Context: an optimization exercise on an open-source flow, tuned for small area, a short achievable clock period and few clock cycles. The choices shown serve that exercise and are no tape-out recipe.
Only simulation tests tie the RTL to the original design; equivalence was not proved.
No activity file was given, so power comes from the tool's default toggle rates.

--- flow/run.sh ---
#!/bin/bash
# synth_recipe.tcl (not shown) runs the flow's synth.tcl, then flattens the netlist and writes it again
# the make line also repeats each setting of config.mk as NAME=value (left out here)
make -C /OpenROAD-flow-scripts/flow DESIGN_CONFIG=/design/flow/config.mk WORK_HOME=/design/flow/orfs CLKGATE_MAP_FILE= SYNTH_SCRIPT=/design/flow/synth_recipe.tcl finish
--- flow/config.mk ---
export PLATFORM = sky130hd
export DESIGN_NAME = sha1_hash_engine
export DESIGN_NICKNAME = sha1_hash_engine
export VERILOG_FILES = /design/flow/design.v
export SDC_FILE = /design/flow/constraint.sdc
export NUM_CORES = 4
export LEC_CHECK = 0
export CAP_MARGIN = 20
export CORE_MARGIN = 2
export CORE_UTILIZATION = 40
export SLEW_MARGIN = 20
--- flow/constraint.sdc ---
create_clock -name core_clock -period 7.5 [get_ports {i_clk}]
set_input_delay 1.5000 -clock core_clock [delete_from_list [all_inputs] [get_ports {i_clk}]]
set_output_delay 1.5000 -clock core_clock [all_outputs]
set_load 0.01 [all_outputs]
--- flow/design.v ---
`default_nettype none
package sha1_pkg;
    localparam logic [31:0] H0_INIT = 32'h67452301;
    localparam logic [31:0] H1_INIT = 32'hEFCDAB89;
    localparam logic [31:0] H2_INIT = 32'h98BADCFE;
    localparam logic [31:0] H3_INIT = 32'h10325476;
    localparam logic [31:0] H4_INIT = 32'hC3D2E1F0;
    localparam logic [31:0] K0 = 32'h5A827999;
    localparam logic [31:0] K1 = 32'h6ED9EBA1;
    localparam logic [31:0] K2 = 32'h8F1BBCDC;
    localparam logic [31:0] K3 = 32'hCA62C1D6;
    localparam logic [1:0] SRC_SCHED = 2'd0;   
    localparam logic [1:0] SRC_STG   = 2'd1;   
    localparam logic [1:0] SRC_ZERO  = 2'd2;   
    localparam logic [1:0] SRC_LEN   = 2'd3;   
    localparam logic [1:0] PAD_NONE = 2'd0;    
    localparam logic [1:0] PAD_80   = 2'd1;    
    localparam logic [1:0] PAD_ZB   = 2'd2;    
    localparam logic [1:0] PAD_ZW   = 2'd3;    
endpackage
`default_nettype wire
`default_nettype none
module sha1_ctrl (
    input  wire logic       i_clk,
    input  wire logic       i_rst_n,
    input  wire logic       i_start,
    input  wire logic       i_byte_present,
    input  wire logic       i_finish,
    output logic            o_busy,
    output logic            o_stg_shift,    
    output logic            o_stg_data,     
    output logic            o_pad80,        
    output logic            o_push,         
    output logic [1:0]      o_push_src,
    output logic            o_init,         
    output logic            o_round,        
    output logic [1:0]      o_kst,          
    output logic [1:0]      o_fst,          
    output logic            o_add,          
    output logic            o_first,        
    output logic            o_len_inc,
    output logic            o_len_clr,
    output logic            o_valid,
    output logic [2:0]      o_widx
);
    logic [2:0] r_bcnt;      
    logic [1:0] r_pad;
    logic       r_lenok;     
    logic [6:0] r_wcnt;      
    logic       r_fresh;     
    logic       r_r79;       
    logic       r_addp;      
    logic [1:0] r_fst;
    logic       r_first;     
    logic       r_last;      
    logic       r_valid;
    logic [2:0] r_widx;
    logic busy, acc, acc_b, acc_f;
    logic wlo, w80, use_init, use_rnd, dpa, sched_push, stg_push, zw_push, push, room;
    logic stg_shift, len_push;
    assign wlo = (r_wcnt[6:4] == 3'd0);
    assign w80 = (r_wcnt == 7'd80);
    assign use_init = r_fresh && (r_wcnt == 7'd1) && !r_r79 && !r_addp;
    assign use_rnd  = r_fresh && (r_wcnt[6:1] != 6'd0);
    assign dpa = (wlo || w80) && (!r_fresh || use_init || use_rnd);
    assign sched_push = !wlo && (r_wcnt <= 7'd79);
    assign stg_push   = dpa && r_bcnt[2];
    assign zw_push    = dpa && (r_pad == sha1_pkg::PAD_ZW);
    assign push       = sched_push || stg_push || zw_push;
    assign len_push   = zw_push && r_lenok && (r_wcnt == 7'd15);
    assign busy  = (r_pad != sha1_pkg::PAD_NONE) || (r_bcnt[2] && !dpa);
    assign acc   = i_start && !busy;
    assign acc_b = acc && i_byte_present;
    assign acc_f = acc && i_finish;
    assign room = !r_bcnt[2] || stg_push;
    assign stg_shift = acc_b || (acc_f && !i_byte_present) ||
                       (r_pad == sha1_pkg::PAD_80 && room) ||
                       (r_pad == sha1_pkg::PAD_ZB && !r_bcnt[2]);
    always_comb begin
        if (sched_push)                         o_push_src = sha1_pkg::SRC_SCHED;
        else if (stg_push)                      o_push_src = sha1_pkg::SRC_STG;
        else if (r_lenok && r_wcnt == 7'd15)    o_push_src = sha1_pkg::SRC_LEN;
        else                                    o_push_src = sha1_pkg::SRC_ZERO;
    end
    always_comb begin
        if (r_wcnt <= 7'd20)      o_kst = 2'd0;
        else if (r_wcnt <= 7'd40) o_kst = 2'd1;
        else if (r_wcnt <= 7'd60) o_kst = 2'd2;
        else                      o_kst = 2'd3;
    end
    assign o_busy      = busy;
    assign o_stg_shift = stg_shift;
    assign o_stg_data  = acc_b;
    assign o_pad80     = !acc_b && (acc_f || r_pad == sha1_pkg::PAD_80);
    assign o_push      = push;
    assign o_init      = use_init;
    assign o_round     = use_rnd || r_r79;
    assign o_fst       = r_fst;
    assign o_add       = r_addp;
    assign o_first     = r_first;
    assign o_len_inc   = acc_b;
    assign o_len_clr   = len_push;
    assign o_valid     = r_valid;
    assign o_widx      = r_widx;
    always_ff @(posedge i_clk) begin
        if (!i_rst_n) begin
            r_bcnt  <= '0;
            r_pad   <= sha1_pkg::PAD_NONE;
            r_lenok <= 1'b0;
            r_wcnt  <= '0;
            r_fresh <= 1'b0;
            r_r79   <= 1'b0;
            r_addp  <= 1'b0;
            r_fst   <= '0;
            r_first <= 1'b1;
            r_last  <= 1'b0;
            r_valid <= 1'b0;
            r_widx  <= '0;
        end else begin
            r_bcnt <= r_bcnt - (stg_push ? 3'd4 : 3'd0) + (stg_shift ? 3'd1 : 3'd0);
            case (r_pad)
                sha1_pkg::PAD_NONE: begin
                    if (acc_f) r_pad <= i_byte_present ? sha1_pkg::PAD_80 : sha1_pkg::PAD_ZB;
                end
                sha1_pkg::PAD_80: begin
                    if (room) r_pad <= sha1_pkg::PAD_ZB;
                end
                sha1_pkg::PAD_ZB: begin
                    if (stg_push) begin
                        r_pad   <= sha1_pkg::PAD_ZW;
                        r_lenok <= (r_wcnt != 7'd14);   
                    end
                end
                default: begin
                    if (zw_push && r_wcnt == 7'd15) begin
                        r_lenok <= 1'b1;
                        if (r_lenok) r_pad <= sha1_pkg::PAD_NONE;
                    end
                end
            endcase
            if (use_rnd && w80)  r_wcnt <= (stg_push || zw_push) ? 7'd1 : 7'd0;
            else if (push)       r_wcnt <= r_wcnt + 7'd1;
            if (push)                       r_fresh <= 1'b1;
            else if (use_init || use_rnd)   r_fresh <= 1'b0;
            if (use_init || use_rnd) r_fst <= o_kst;
            r_r79  <= use_rnd && w80;
            r_addp <= r_r79;
            if (len_push) r_last <= 1'b1;
            if (r_addp) begin
                r_first <= r_last;
                r_last  <= 1'b0;
            end
            if (r_addp && r_last) begin
                r_valid <= 1'b1;
                r_widx  <= '0;
            end else if (r_valid) begin
                r_widx <= r_widx + 3'd1;
                if (r_widx == 3'd4) r_valid <= 1'b0;
            end
        end
    end
endmodule
`default_nettype wire
`default_nettype none
module sha1_dp #(
    parameter int LEN_BITS = 16
) (
    input  wire logic       i_clk,
    input  wire logic       i_rst_n,
    input  wire logic [7:0] i_data_byte,
    input  wire logic       i_stg_shift,
    input  wire logic       i_stg_data,
    input  wire logic       i_pad80,
    input  wire logic       i_push,
    input  wire logic [1:0] i_push_src,
    input  wire logic       i_init,
    input  wire logic       i_round,
    input  wire logic [1:0] i_kst,
    input  wire logic [1:0] i_fst,
    input  wire logic       i_add,
    input  wire logic       i_first,
    input  wire logic       i_len_inc,
    input  wire logic       i_len_clr,
    input  wire logic [2:0] i_widx,
    output logic [31:0]     o_digest_word
);
    logic [31:0]         r_stg;
    logic [31:0]         r_win [16];    
    logic [31:0]         r_a, r_b, r_c, r_d, r_e, r_p;
    logic [31:0]         r_h0, r_h1, r_h2, r_h3, r_h4;
    logic [LEN_BITS-1:0] r_len;
    logic [7:0]  stg_byte;
    logic [31:0] w_mix, w_sched, w_in;
    logic [31:0] s0, s1, s2, s3, s4;       
    logic [31:0] f_val, k_val, p_base, n_a, n_p;
    assign stg_byte = i_stg_data ? i_data_byte : (i_pad80 ? 8'h80 : 8'h00);
    assign w_mix   = r_win[2] ^ r_win[7] ^ r_win[13] ^ r_win[15];
    assign w_sched = {w_mix[30:0], w_mix[31]};
    always_comb begin
        case (i_push_src)
            sha1_pkg::SRC_SCHED: w_in = w_sched;
            sha1_pkg::SRC_STG:   w_in = r_stg;
            sha1_pkg::SRC_LEN:   w_in = {{(29-LEN_BITS){1'b0}}, r_len, 3'b000};
            default:             w_in = 32'd0;
        endcase
    end
    assign s0 = i_first ? sha1_pkg::H0_INIT : r_h0;
    assign s1 = i_first ? sha1_pkg::H1_INIT : r_h1;
    assign s2 = i_first ? sha1_pkg::H2_INIT : r_h2;
    assign s3 = i_first ? sha1_pkg::H3_INIT : r_h3;
    assign s4 = i_first ? sha1_pkg::H4_INIT : r_h4;
    always_comb begin
        case (i_fst)
            2'd0:    f_val = (r_b & r_c) | (~r_b & r_d);
            2'd2:    f_val = (r_b & r_c) | (r_b & r_d) | (r_c & r_d);
            default: f_val = r_b ^ r_c ^ r_d;
        endcase
        case (i_kst)
            2'd0:    k_val = sha1_pkg::K0;
            2'd1:    k_val = sha1_pkg::K1;
            2'd2:    k_val = sha1_pkg::K2;
            default: k_val = sha1_pkg::K3;
        endcase
    end
    assign p_base = i_init ? s4 : r_d;
    assign n_p    = p_base + k_val + r_win[0];
    assign n_a    = {r_a[26:0], r_a[31:27]} + f_val + r_p;
    always_ff @(posedge i_clk) begin
        if (i_stg_shift) begin
            r_stg <= {r_stg[23:0], stg_byte};
        end
        if (i_push) begin
            r_win[0] <= w_in;
            for (int i = 1; i < 16; i++) r_win[i] <= r_win[i-1];
        end
        if (i_init) begin
            r_a <= s0;
            r_b <= s1;
            r_c <= s2;
            r_d <= s3;
            r_e <= s4;
        end else if (i_round) begin
            r_a <= n_a;
            r_b <= r_a;
            r_c <= {r_b[1:0], r_b[31:2]};
            r_d <= r_c;
            r_e <= r_d;
        end
        if (i_init || i_round) begin
            r_p <= n_p;
        end
        if (i_add) begin
            r_h0 <= s0 + r_a;
            r_h1 <= s1 + r_b;
            r_h2 <= s2 + r_c;
            r_h3 <= s3 + r_d;
            r_h4 <= s4 + r_e;
        end
    end
    always_ff @(posedge i_clk) begin
        if (!i_rst_n || i_len_clr) begin
            r_len <= '0;
        end else if (i_len_inc) begin
            r_len <= r_len + 1'b1;
        end
    end
    always_comb begin
        case (i_widx)
            3'd0:    o_digest_word = r_h0;
            3'd1:    o_digest_word = r_h1;
            3'd2:    o_digest_word = r_h2;
            3'd3:    o_digest_word = r_h3;
            default: o_digest_word = r_h4;
        endcase
    end
endmodule
`default_nettype wire
`default_nettype none
module sha1_hash_engine #(
    parameter int LENGTH_COUNT_BITS = 16
) (
    input  wire logic        i_clk,
    input  wire logic        i_rst_n,
    input  wire logic        start,
    output logic             busy,
    input  wire logic [7:0]  i_data_byte,
    input  wire logic        i_byte_present,
    input  wire logic        i_finish,
    output logic             o_valid,
    output logic [31:0]      o_digest_word,
    output logic [2:0]       o_word_index,
    output logic             o_last_word
);
    logic       stg_shift, stg_data, pad80, push, init, round, add, first, len_inc, len_clr;
    logic [1:0] push_src, kst, fst;
    logic [2:0] widx;
    sha1_ctrl u_ctrl (
        .i_clk          (i_clk),
        .i_rst_n        (i_rst_n),
        .i_start        (start),
        .i_byte_present (i_byte_present),
        .i_finish       (i_finish),
        .o_busy         (busy),
        .o_stg_shift    (stg_shift),
        .o_stg_data     (stg_data),
        .o_pad80        (pad80),
        .o_push         (push),
        .o_push_src     (push_src),
        .o_init         (init),
        .o_round        (round),
        .o_kst          (kst),
        .o_fst          (fst),
        .o_add          (add),
        .o_first        (first),
        .o_len_inc      (len_inc),
        .o_len_clr      (len_clr),
        .o_valid        (o_valid),
        .o_widx         (widx)
    );
    sha1_dp #(
        .LEN_BITS (LENGTH_COUNT_BITS)
    ) u_dp (
        .i_clk         (i_clk),
        .i_rst_n       (i_rst_n),
        .i_data_byte   (i_data_byte),
        .i_stg_shift   (stg_shift),
        .i_stg_data    (stg_data),
        .i_pad80       (pad80),
        .i_push        (push),
        .i_push_src    (push_src),
        .i_init        (init),
        .i_round       (round),
        .i_kst         (kst),
        .i_fst         (fst),
        .i_add         (add),
        .i_first       (first),
        .i_len_inc     (len_inc),
        .i_len_clr     (len_clr),
        .i_widx        (widx),
        .o_digest_word (o_digest_word)
    );
    assign o_word_index = widx;
    assign o_last_word  = (widx == 3'd4);
endmodule
`default_nettype wire
==> run notes <==
- Worst-Skew Late Latency: 0.70 ns
- Cell Area, Synth: between 40,000 and 50,000 sq um
- Post-CTS Setup Inserts: 0
- Max transition margin: 0.298
- Crit. End Element: flip-flop
- CTS H-tree depth: 3
- RSZ-0062 raised after global routing: false
- Setup tns final: 0 ns
- Largest net degree at the start of global routing: 191
- Register bit count reported by yosys: 936
- Initial antenna violation count: 2
- Leak pwr: 19.7 nW
- RD Place Congestion: 0.871
- Mean area per synthesized cell: 12.6 sq um
- DR vias: 29,300
- Die area: 122,000 sq um
- Fin nets: 4,205
- Crit-path max cell delay: 0.52 ns
- TritonCTS clock tree: built
- Number of global-route vias before repair: 28,600
- FMAX: ~160 MHz
- Top_reg_cell synth: edfxtp_1
- Post-synth EDFFs: 896
- Core area: 118,000 sq um
- Most common cell after layout, fill and taps aside: edfxtp_1
- Hold buffer count at cts: 0
- Final Hold Viols: 0
- Cells after Synth: ~3,800
- Placed cell area: 50,300 sq um
- Final Power: 12.8 mW
- Total CTS buffers: 98
- Max reg flops: between 500 and 600
- Crit share post-route: 0.830
- Synth unique cells: 76
- Iteration count of the initial detailed-routing pass: 6
- Final antenna-violating net count: 0
- Critical path buffer and inverter count: 2
- Critical path's top delay family: compound AO/OA/AOI/OAI gates
- All-Layer GR Usage: 0.186
- Synth-to-layout area growth: 11.8%
- Num rows: 126
- Most frequent cells in the layout: edfxtp_1, inv_1, a21oi_1
- Crit Path Class: flip-flop to flip-flop
- Arrival @ worst endpoint: 6.67 ns
- Port Buffers: 50
- Status: timing/DRC/antenna clean
- Stages on worst setup path: 20
- Clock Tree Root: clkbuf_16
- Most used cell, CP: o21ai_0
- Critical path's slowest cell: a2111oi_2
- Wire per inst: 20.5 microns
- Initial Util: 0.404
- Fillers: ~11,000
- Register area share after synthesis: 0.579
- Slew Viols, Final: 0
- Worst Path Max Fanout: 10
- Hold path depth: 0
- Post-cts sizing count: 0
- Fin util: 0.452
- Clk_skew: 0.0394 ns
- Peak supply drop: 0.000197 V
- CTS max path bufs: 3
- DRC: 0
- Max-cap violation count: 0
- CTS clk-pin slew, worst paths: 0.06 ns
- DP HPWL: 80.2 mm
- Share of cells above drive strength 1: 0.0942
- Diode count: 0
- Die X: 350 microns
- Worst Hold Class: flip-flop to flip-flop
- Vert. Die Dim: between 300 and 400 microns
- Worst slew pin tran: 1.05 ns
- Final Critical Period: 6.22 ns
- Total grt overflow: 0
- Design area: roughly 53,000 sq um
- First-pass GRT wire length: 174 mm
- Worst hold slack: 0.400 ns
- Routed wire length: 114 mm
- Crit-path cells: or3_1, a21oi_1, o21ai_1, inv_1, nor2_1, o21ai_0, inv_1, ha_1, fa_1, ha_1, and3_1, nand3_1, a2111oi_2, o21ai_0, o21ai_0, nand3_1, o211a_1, o21bai_1, a21oi_1, xnor2_1
- Iter 0 DRT Violations: 2,388
- WP data required: 7.95 ns
- DR vias/cell: ~5.3
- Top reg by flops: u_dp.r_win
- Syn nets: 4,136
- Clock sink count: about 940
- YS warnings: 3
- IO Count: 51
- Final number of setup-violating endpoints: 0
- Cells on worst reg2reg path: 20
- Critical Path Source Type: flip-flop
- Async set-reset flop share out of synthesis: 0
- Pwr Density: 240 nW/um^2
## Yosys cell counts, types with 8 or more instances
cell	count	area share
o211ai_1	14	0.0022
a21oi_1	266	0.028
and3_1	21	0.0027
nand3_1	59	0.0062
mux2_2	93	0.022
and2_1	22	0.0029
nand4_1	16	0.0021
a22o_1	16	0.0029
a211oi_1	24	0.0038
o21ai_0	122	0.013
nor2b_1	97	0.013
nor2_1	259	0.020
xnor2_1	204	0.037
nor3_1	34	0.0036
fa_1	93	0.039
mux2i_1	43	0.0090
xor2_1	107	0.020
nand2_1	163	0.013
a21o_1	105	0.016
nand2b_1	36	0.0047
dfxtp_1	40	0.017
buf_1	12	0.00094
a31oi_1	45	0.0059
o21bai_1	32	0.0050
a222oi_1	16	0.0033
o31ai_1	8	0.0013
o21a_1	37	0.0058
edfxtp_1	896	0.56
a22oi_1	65	0.010
inv_1	295	0.023
clkbuf_1	89	0.0070
or2_2	83	0.011
ha_1	247	0.065
## report_power, final
group          internal, mW  leakage (nW)  switching [mW]
Clock                  2.70          1.54            2.14
Sequential             6.44          8.47           0.211
Combinational         0.476          9.72           0.847
## layer usage
metal | wire [microns] | GRT usage | vias to the layer above
met1 | 53300 | 0.265 | 14500
met3 | 4840 | 0.0212 | 152
li1 | - | - | 13900
met2 | 52400 | 0.294 | 638
met4 | 3290 | 0.0612 | 0
met5 | 0 | 0 | -
## layout make-up
type | count | area [sq um] | share of cell area
inverters | 295 | 1110 | 0.0207
clock inverters | 70 | 637 | 0.0119
clock buffers | 116 | 2560 | 0.0479
repair buffers | 77 | 778 | 0.0146
well taps | 1600 | 2000 | 0.0374
multi-input cells | 2444 | 18700 | 0.349
flip-flops and latches | 936 | 27700 | 0.518
## cell families (layout without fill, tap and decap cells)
logic type,Yosys count,in the layout,share of synthesized area
AOI/OAI and AO/OA,838,838,0.114
DFF,936,936,0.579
xor gates and xnor gates,311,311,0.0569
buffers and inverters,403,558,0.0320
and+or+nand+nor,819,819,0.0837
adders and majority gates,340,340,0.104
muxes,136,136,0.0309
## stage by stage
stage	worst slack [ns]	instances
final	1.28	5538
after global routing	0.818	5538
after CTS	1.39	5538
after detailed placement	1.45	5352
after global placement	1.67	5352
after floorplan	0.377	3783
## worst paths after layout
kind	from	end	slack, ns
setup / recovery	u_ctrl.r_wcnt[1]$_SDFFE_PN0P_	u_dp.r_p[30]$_DFFE_PP_	1.28
hold / removal	u_dp.r_win[5][25]$_DFFE_PP_	u_dp.r_win[6][25]$_DFFE_PP_	0.40
setup reg to reg	u_ctrl.r_wcnt[1]$_SDFFE_PN0P_	u_dp.r_p[30]$_DFFE_PP_	1.28
hold reg to reg	u_dp.r_win[5][25]$_DFFE_PP_	u_dp.r_win[6][25]$_DFFE_PP_	0.40
Testbench counts, summed over its fixed seeds: cycles 77,349.

## separate check: timing with driven ports
The flow's constraints put no driver on any port. The routed layout listed below was extracted and timed again, unchanged, in two steps. Step 1 assumes that a clkbuf_16 drives the clock port and a buf_2 every other input. Step 2 adds t to the input delays and takes it off the output delays; t is the mean of the earliest and latest rising clock arrival at the registers after step 1. Input paths then give back, and output paths get back, about the clock's delay inside the block. Slacks: ideal / step 1 / step 2; pairs: ideal / step 1.
shift t [ns]: 0.750
setup WS [ns]: 1.277 / 1.277 / 1.277
hold WS [ns]: 0.400 / 0.400 / 0.400
cell pins on the clock port's net: 1
After both steps this run still meets setup and hold. For this run, drivers alone change the setup slack by 0.000 ns; drivers and shift together by 0.000 ns.
